From an optimization exercise on the open Yosys and OpenROAD flow, aimed at small area, a short achievable clock period and few clock cycles; shortcuts taken in it are not production practice.
RTL that was checked went through simulation tests only; none was proved equivalent to the original.
Power figures rest on the tool's default switching activity, not on a simulated workload.

job 7860:
## plot_command_stream_parser_core
module plot_command_stream_parser_core (
  input  logic                                  clk,
  input  logic                                  rst,
  input  logic                                  psel,
  input  logic                                  penable,
  input  logic                                  pwrite,
  input  logic [pcsp_pkg::PADDR_BITS-1:0]        paddr,
  input  logic [pcsp_pkg::PDATA_BITS-1:0]        pwdata,
  output logic [pcsp_pkg::PDATA_BITS-1:0]        prdata,
  output logic                                  pready,
  input  logic                                  in_valid,
  output logic                                  in_stall,
  input  logic [7:0]                            ch,
  output logic                                  out_valid,
  input  logic                                  out_stall,
  output logic [1:0]                            event_res,
  output logic [pcsp_pkg::COORD_BITS-1:0]        x_from,
  output logic [pcsp_pkg::COORD_BITS-1:0]        y_from,
  output logic [pcsp_pkg::COORD_BITS-1:0]        x_to,
  output logic [pcsp_pkg::COORD_BITS-1:0]        y_to,
  output logic [6:0]                            code_number
);
Settings: LEC_CHECK=0, ABC_AREA=1, CAP_MARGIN=20, CORE_MARGIN=2, CORE_UTILIZATION=55, CTS_BUF_LIST=sky130_fd_sc_hd__clkbuf_8, CTS_CLUSTER_DIAMETER=50, CTS_CLUSTER_SIZE=14, SLEW_MARGIN=20; clock period 11.0 ns.
standard.sh (not shown) runs the stock make flow with config.mk's settings and CLKGATE_MAP_FILE= SYNTH_SCRIPT=/design/flow/synth_recipe.tcl, a recipe that flattens the netlist after the stock synthesis.
==> flow/flow/run.sh <==
#!/bin/bash
# The standard layout (standard.sh: the standard synthesis, floorplan, placement,
# CTS, routing) with two settings it does not expose: the port buffers are the
# smallest plain buffer, and timing repair aims at a setup slack of
# SETUP_SLACK_MARGIN ns at the design's clock period. make's output goes to
# flow_make.log; each ORFS step keeps its own log under orfs/logs.
set -euo pipefail
export SETUP_SLACK_MARGIN=6.0
export BUFFER_PORTS_ARGS="-buffer_cell sky130_fd_sc_hd__buf_1"
bash standard.sh > flow_make.log 2>&1
The flow did not stop early for job 7860: all stages ran, and the layout cleared the timing, DRC and antenna checks.
Inputs modified between job 7860 and job 8524:
-- flow/config.mk --
<<< job 7860, line 13
export CTS_CLUSTER_DIAMETER = 50
export CTS_CLUSTER_SIZE = 14
>>> job 8524, line 13
--- outcome ---
- Compared to job 7860, job 8524 has sequential share of power 1.9 points lower.
- Delta(static leakage, job 8524 - job 7860) > 0
- Job 8524 ended up with a higher clock group share of total power than job 7860 did.
- Compared with job 7860, job 8524 shows a higher utilization.
- Relative to job 7860, total power of the final layout has gone up in job 8524.
The inputs of job 8234 differ from those of job 8524 as listed below.
-- flow/config.mk --
<<< job 8524, line 13
>>> job 8234, line 13
export CTS_CLUSTER_DIAMETER = 45
export CTS_CLUSTER_SIZE = 20
--- outcome ---
- Relative to job 8524, static leakage decreased by 2.3% in job 8234.
- Going from job 8524 to job 8234, global-route total usage across every layer shrinks by 0.39 points.
- Worst path buffer plus inverter count: job 8234 vs job 8524 identical
- Reported for job 8234 and job 8524, clock sink count turned out identical to the last digit.
- Combinational share of power (higher): job 8234
No functional check of the RTL was part of any run of this note.

---

plot_command_stream_parser_core, a different RTL version from the one above (not shown whole).
Size: roughly 2200 cells after synthesis, roughly 310 flip-flops, about 21000 sq um of cells after synthesis.
Settings: LEC_CHECK=0, ABC_AREA=1, CAP_MARGIN=20, CORE_MARGIN=2, CORE_UTILIZATION=55, CTS_BUF_LIST=sky130_fd_sc_hd__clkbuf_8, CTS_CLUSTER_DIAMETER=45, CTS_CLUSTER_SIZE=20, SLEW_MARGIN=20; clock period 11.0 ns.
Scripts as last shown in full above: flow/flow/run.sh
Testbench counts at the start, summed over its fixed seeds: cycles 24,064.
Edit:
CORE_UTILIZATION = 80   (was 55)
CTS_CLUSTER_DIAMETER = 60   (was 45)
This time the run died in global routing (5_1_grt) (GRT-0232). Area after synthesis does not change. Synthesized cell count stays the same.
Edit:
CORE_UTILIZATION = 55   (was 80)
CTS_BUF_LIST = sky130_fd_sc_hd__clkbuf_8 sky130_fd_sc_hd__clkbuf_16   (was sky130_fd_sc_hd__clkbuf_8)
With this change the flow produced a clean layout.
Synthesized cell count stays the same.
Synthesized area is unchanged.
Edit:
CORE_UTILIZATION = 75   (was 55)
CTS_BUF_LIST = sky130_fd_sc_hd__clkbuf_8   (was sky130_fd_sc_hd__clkbuf_8 sky130_fd_sc_hd__clkbuf_16)
What happened: The new run produced a clean layout. Via count increases by a little under a tenth. Register-to-register slack degrades by 0.18 ns. Routed wire length increases by a little under a tenth. Final area fell by a few percent. Total power shrinks by a few percent. Worst setup slack loses 0.012 ns. Utilization climbs by 21 points. Global-route usage rose by 11 points. Worst hold slack gains 0.0078 ns.

---

Another version of the RTL of plot_command_stream_parser_core (not shown whole).
Size: about 2100 cells after synthesis, about 310 flip-flops, about 330 I/O pins, roughly 21000 sq um of cells after synthesis.
==> flow/config.mk <==
export PLATFORM = sky130hd
export DESIGN_NAME = plot_command_stream_parser_core
export DESIGN_NICKNAME = plot_command_stream_parser_core
export VERILOG_FILES = /design/flow/design.v
export SDC_FILE = /design/flow/constraint.sdc
export NUM_CORES = 4
export LEC_CHECK = 0
export ABC_AREA = 1
export CAP_MARGIN = 20
export CORE_MARGIN = 2
export CORE_UTILIZATION = 40
export CTS_BUF_LIST = sky130_fd_sc_hd__clkbuf_8
export SLEW_MARGIN = 20
==> flow/constraint.sdc <==
create_clock -name core_clock -period 11.0 [get_ports {clk}]
set_input_delay 2.2000 -clock core_clock [delete_from_list [all_inputs] [get_ports {clk}]]
set_output_delay 2.2000 -clock core_clock [all_outputs]
set_load 0.01 [all_outputs]
==> flow/flow/run.sh <==
#!/bin/bash
# The standard layout (standard.sh: the standard synthesis, floorplan, placement,
# CTS, routing) with two settings it does not expose: the port buffers are the
# smallest plain buffer, and timing repair aims at a setup slack of
# SETUP_SLACK_MARGIN ns at the design's clock period. make's output goes to
# flow_make.log; each ORFS step keeps its own log under orfs/logs.
set -euo pipefail
export SETUP_SLACK_MARGIN=6.3
export BUFFER_PORTS_ARGS="-buffer_cell sky130_fd_sc_hd__buf_1"
bash standard.sh > flow_make.log 2>&1
Testbench counts at the start, summed over its fixed seeds: cycles 24,064.
==> next run, changes <==
--- a/flow/config.mk
+++ b/flow/config.mk
@@ -10,3 +10,3 @@
 export CORE_MARGIN = 2
-export CORE_UTILIZATION = 40
+export CORE_UTILIZATION = 55
 export CTS_BUF_LIST = sky130_fd_sc_hd__clkbuf_8
What happened: Non-clock buffer count shrinks by 14; routed wire length decreases by about 5%; design area drops by 2.1%; maximum frequency is about the same.
==> next run, changes <==
--- a/flow/config.mk
+++ b/flow/config.mk
@@ -10,3 +10,3 @@
 export CORE_MARGIN = 2
-export CORE_UTILIZATION = 55
+export CORE_UTILIZATION = 70
 export CTS_BUF_LIST = sky130_fd_sc_hd__clkbuf_8
Sequential cell count is unchanged.
Die area is lower by about a fifth.
Power drops slightly.
Wire length drops slightly.
Global-route usage goes up by 5.7 points.
Hold slack degrades by 0.021 ns.
Critical path depth does not change.
Via count came out higher by a few percent.
Setup slack improved by 0.062 ns.
Utilization increases by 18 points.
Sequential power barely changes.
==> next run, changes <==
--- a/flow/config.mk
+++ b/flow/config.mk
@@ -7,7 +7,7 @@
 export LEC_CHECK = 0
-export ABC_AREA = 1
 export CAP_MARGIN = 20
 export CORE_MARGIN = 2
-export CORE_UTILIZATION = 70
+export CORE_UTILIZATION = 40
 export CTS_BUF_LIST = sky130_fd_sc_hd__clkbuf_8
+export CTS_CLUSTER_SIZE = 30
 export SLEW_MARGIN = 20
- via count is lower by 3.0%
- worst hold slack is better by 0.035 ns
- wire length goes up by 9.5%
- setup slack degrades by 0.41 ns
- die area rises by 73%
- register-to-register slack degrades by 0.84 ns
- clock skew came out lower by 0.013 ns
- final area came out higher by 7.4%
- combinational power rises by 14%

---

plot_command_stream_parser_core with an RTL version that a note above also has.
Size: ~330 I/O pins.
export LEC_CHECK = 0
export ABC_AREA = 1
export CAP_MARGIN = 20
export CORE_MARGIN = 2
export CORE_UTILIZATION = 70
export CTS_BUF_LIST = sky130_fd_sc_hd__clkbuf_8
export SLEW_MARGIN = 20
create_clock -name core_clock -period 11.0 [get_ports {clk}]
==> flow/flow/run.sh <==
#!/bin/bash
# The standard layout (standard.sh: the standard synthesis, floorplan, placement,
# CTS, routing) with two settings it does not expose: the port buffers are the
# smallest plain buffer, and timing repair aims at a setup slack of
# SETUP_SLACK_MARGIN ns at the design's clock period. make's output goes to
# flow_make.log; each ORFS step keeps its own log under orfs/logs.
set -euo pipefail
export SETUP_SLACK_MARGIN=6.0
export BUFFER_PORTS_ARGS="-buffer_cell sky130_fd_sc_hd__buf_1"
bash standard.sh > flow_make.log 2>&1
The first run produced a clean layout.
Testbench counts at the start, summed over its fixed seeds: cycles 24,064.
==> next run, changes <==
Settings changed: CORE_UTILIZATION 70 to 55, CTS_CLUSTER_DIAMETER from default to 60, CTS_CLUSTER_SIZE from default to 20.
After rerunning: Sequential share of layout area barely changes; global-route usage drops by 7.1 points; power drops by 6.5%; setup slack is better by 0.052 ns.
==> next run, changes <==
Settings changed: CTS_CLUSTER_DIAMETER 60 to default, CTS_CLUSTER_SIZE 20 to default.
- The new run went through all stages and came out clean
- fmax hardly moves
- sequential share of layout area fell by 0.48 points
- setup slack stays flat
- cell area went up slightly
- hold slack loses 0.014 ns
- non-clock buffer count drops by 4
- total power climbs by a few percent
- first-iteration DRC count came out higher by a few percent
- via count rises slightly
==> next run, changes <==
Settings changed: CORE_UTILIZATION 55 to 70, CTS_CLUSTER_DIAMETER from default to 60, CTS_CLUSTER_SIZE from default to 20.
Outcome:
- The new run produced a clean layout
- global-route usage rises by 5.5 points
- power falls by 4.4%
- hold slack is better by 0.0092 ns
- sequential share of layout area rises by 1.2 points
- sequential cell count stays the same
- via count rises by 2.5%
- worst setup slack is better by 0.013 ns

[afterwards: timing with drivers on the ports]
In the flow no input, the clock included, has a driving cell. The finished layouts below were timed again as built, in two steps. Step 1 sets driving cells, clkbuf_16 on the clock port and buf_2 on the other inputs (assumed; they add their load-dependent delay and slew). Step 2 moves the port delays by t, midway between the first and last clock arrival at a register: inputs arrive t later, outputs are due t later. That takes back most of the time a late clock gives input paths. a / b / c = ideal / step 1 / step 2; a / b = the first two.
run	t, ns	setup slack, ns	hold WS [ns]	cell pins on the clock port's net
job 7860	0.651	5.922 / 5.853 / 5.463	0.446 / 0.446 / 0.446	1
job 8524	0.644	5.922 / 5.855 / 5.449	0.452 / 0.452 / 0.452	1
job 8234	0.669	5.915 / 5.834 / 5.401	0.463 / 0.463 / 0.463	1
the first run of note 2	0.651	5.999 / 5.922 / 5.807	0.455 / 0.455 / 0.455	1
the third run of note 2	0.605	5.994 / 5.913 / 5.828	0.461 / 0.461 / 0.461	1
the fourth run of note 2	0.625	5.981 / 5.924 / 5.708	0.468 / 0.468 / 0.468	1
the first run of note 3	0.682	5.967 / 5.901 / 5.870	0.457 / 0.457 / 0.457	1
the second run of note 3	0.678	5.977 / 5.916 / 5.916	0.467 / 0.467 / 0.467	1
the third run of note 3	0.635	6.039 / 6.001 / 5.884	0.446 / 0.446 / 0.446	1
the fourth run of note 3	0.674	5.632 / 5.632 / 5.632	0.481 / 0.481 / 0.481	1
the first run of note 4	0.617	5.953 / 5.908 / 5.782	0.450 / 0.450 / 0.450	1
the second run of note 4	0.670	6.006 / 5.923 / 5.825	0.466 / 0.466 / 0.466	1
the third run of note 4	0.667	6.003 / 5.914 / 5.783	0.452 / 0.452 / 0.452	1
the fourth run of note 4	0.634	6.017 / 5.966 / 5.547	0.461 / 0.461 / 0.461	1
After both steps setup and hold are still met in every run listed. For job 8234, which loses most, drivers alone change the setup slack by -0.081 ns; drivers and shift together by -0.514 ns.
